Context: an optimization exercise on an open-source flow, tuned for a short achievable clock period and few clock cycles per item. The choices shown serve that exercise and are no tape-out recipe. Only simulation tests tie the RTL to the original design; equivalence was not proved. Power figures rest on the tool's default switching activity, not on a simulated workload.

==> build 27: inputs <==
==> flow/design.v (excerpt) <==
module icache_dm #(
    parameter int ADDR_W         = 32,
    parameter int DATA_W         = 32,
    parameter int SETS           = 32,
    parameter int WORDS_PER_LINE = 4
) (
    input  logic              clk,
    input  logic              nrst,
    input  logic              cpu_req,
    input  logic [ADDR_W-1:0] cpu_addr,
    output logic [DATA_W-1:0] cpu_rdata,
    output logic              cpu_ready,
    input  logic              flush,
    output logic              mem_req,
    output logic [ADDR_W-1:0] mem_addr,
    input  logic              mem_ack,
    input  logic [DATA_W-1:0] mem_rdata
);
export LEC_CHECK = 0
export CAP_MARGIN = 20
export CORE_MARGIN = 2
export CORE_UTILIZATION = 55
export SETUP_SLACK_MARGIN = 3.5
export SLEW_MARGIN = 20
export SYNTH_HIERARCHICAL = 1
export SYNTH_MINIMUM_KEEP_SIZE = 0
export TNS_END_PERCENT = 30
create_clock -name core_clock -period 7.0 [get_ports {clk}]
standard.sh (not shown) runs the stock make flow with config.mk's settings and CLKGATE_MAP_FILE= SYNTH_SCRIPT=/design/flow/synth_recipe.tcl, a recipe that flattens the netlist after the stock synthesis.
==> flow/flow/run.sh <==
#!/bin/bash
# The standard layout (standard.sh), with three changes:
#  - the ports are placed by flow/io.tcl: the fetch-side ports that share
#    combinational paths sit side by side in the middle of one edge;
#  - every port still gets a buffer, but a buf_4 rather than the smallest
#    buffer, and the resizer may swap cells across footprints, so a slow
#    port buffer can be sized up.
# make's full output goes to flow_make.log in this folder; each ORFS step
# keeps its own log under orfs/logs.
set -euo pipefail
cd "$(dirname "$0")/.."
bash standard.sh finish \
  IO_CONSTRAINTS="$PWD/flow/io.tcl" \
  MATCH_CELL_FOOTPRINT=0 \
  BUFFER_PORTS_ARGS="-buffer_cell sky130_fd_sc_hd__buf_4" \
  > "$PWD/flow_make.log" 2>&1
==> flow/flow/io.tcl <==
# Place the timing-critical ports side by side in the middle of the bottom edge.
set block [ord::get_db_block]
set die [$block getDieArea]
set dbu [[ord::get_db_tech] getDbUnitsPerMicron]
set w [expr {double([$die xMax] - [$die xMin]) / $dbu}]
set pitch 0.46
set step 4
set ctr [expr {int(($w / 2.0 - 0.23) / $pitch)}]
# order outward from the centre: index 0 at centre, then alternating right/left
set names {cpu_ready mem_req flush mem_ack cpu_req}
for {set i 2} {$i < 32} {incr i} { lappend names "cpu_addr\[$i\]" }
for {set i 0} {$i < 32} {incr i} { lappend names "cpu_rdata\[$i\]" "mem_rdata\[$i\]" }
for {set i 0} {$i < 32} {incr i} { lappend names "mem_addr\[$i\]" }
lappend names nrst clk "cpu_addr\[0\]" "cpu_addr\[1\]"
set k 0
foreach n $names {
  set off [expr {($k + 1) / 2}]
  if {$k % 2} { set t [expr {$ctr + $off * $step}] } else { set t [expr {$ctr - $off * $step}] }
  set x [expr {0.23 + $t * $pitch}]
  place_pin -pin_name $n -layer met2 -location [list $x 0.242] -force_to_die_boundary
  incr k
}
==> inputs of build 45, as changes to build 27 <==
--- a/flow/design.v
+++ b/flow/design.v
@@ -65,11 +65,11 @@
     end
 endmodule
 module icache_dm #(
     parameter int ADDR_W         = 32,
     parameter int DATA_W         = 32,
-    parameter int SETS           = 32,
+    parameter int SETS           = 16,
     parameter int WORDS_PER_LINE = 4
 ) (
     input  logic              clk,
     input  logic              nrst,
     input  logic              cpu_req,
==> run notes <==
Result of the run: build 27 timing/DRC/antenna clean; build 45 timing/DRC/antenna clean
Number of clock buffers inserted by TritonCTS: build 27 584; build 45 316
Worst endpoint data arrival time: build 27 5.57 ns; build 45 3.15 ns
Post-DR wirelength/cell: build 27 49.5 µm; build 45 46.1 µm
Vias in the first global route: build 27 170k; build 45 94.7k
Total number of cells along the worst setup path: build 27 17; build 45 7
Type of destination of the critical path: build 27 flop; build 45 output pin
WL met2: build 27 484,000 µm; build 45 256,000 µm
Routed wire length on met3: build 27 141,000 µm; build 45 79,800 µm
Clock latency on the worst-skew pair: build 27 1.17 ns; build 45 0.94 ns
Internal cell power: build 27 57.7 mW; build 45 31.4 mW
Maximum cell stage delay along the critical path: build 27 0.50 ns; build 45 0.58 ns
Total routed wirelength: build 27 1,080,000 µm; build 45 583,000 µm
Global-route usage over all layers: build 27 42.8%; build 45 42.3%
Horiz. Die Dim: build 27 707 µm; build 45 523 µm
Pin count of the biggest net entering global routing: build 27 131; build 45 133
Multi-input gate share of total cell area: build 27 35.6%; build 45 36.1%
Placeable Area: build 27 0.493 mm²; build 45 0.268 mm²
Final cell utilization of the core: build 27 64.8%; build 45 65.5%
Area of placed instances: build 27 0.285 mm²; build 45 0.155 mm²
Number of cells on the worst reg-to-reg path: build 27 17; build 45 18
Violation count after the first detailed-routing iteration: build 27 31.4k; build 45 16.4k
Share of the yosys chip area belonging to registers: build 27 58.2%; build 45 56.9%
Final-layout clock buffer total: build 27 759; build 45 406
Mux cell area share after synthesis: build 27 34.0%; build 45 31.6%
Testbench counts of build 27, summed over its fixed seeds: cycles 240,130, fetches 96,000.
Testbench counts of build 45, summed over its fixed seeds: cycles 243,426, fetches 96,000.

## static timing again, ports no longer ideal
How much do the figures lean on ideal ports? The routed layouts below were timed once more, with nothing changed but the port constraints.
Step 1 (the two cells are an assumption about what drives the block):
set clk [get_ports {clk}]
set_driving_cell -lib_cell sky130_fd_sc_hd__clkbuf_16 $clk
set_driving_cell -lib_cell sky130_fd_sc_hd__buf_2 [delete_from_list [all_inputs] $clk]
Step 2 moves the port delays by t, midway between the first and last clock arrival at a register: inputs arrive t later, outputs are due t later. That takes back most of the time a late clock gives input paths.
Slacks: ideal / step 1 / step 2; pairs: ideal / step 1.
| run | t (ns) | setup WS [ns] | hold WS [ns] | clock arrival spread, ns | slew at the worst register clock pin (ns) |
|---|---|---|---|---|---|
| build 27 | 1.235 | 2.401 / 2.042 / 0.808 | 0.299 / 0.403 / 0.440 | 0.103 / 0.103 | 0.07 / 0.07 |
| build 45 | 1.010 | 2.451 / 2.296 / 1.605 | 0.421 / 0.421 / 0.421 | 0.049 / 0.049 | 0.07 / 0.07 |
After both steps setup and hold are still met in every run listed. For build 27, which loses most, drivers alone change the setup slack by -0.359 ns; drivers and shift together by -1.593 ns.
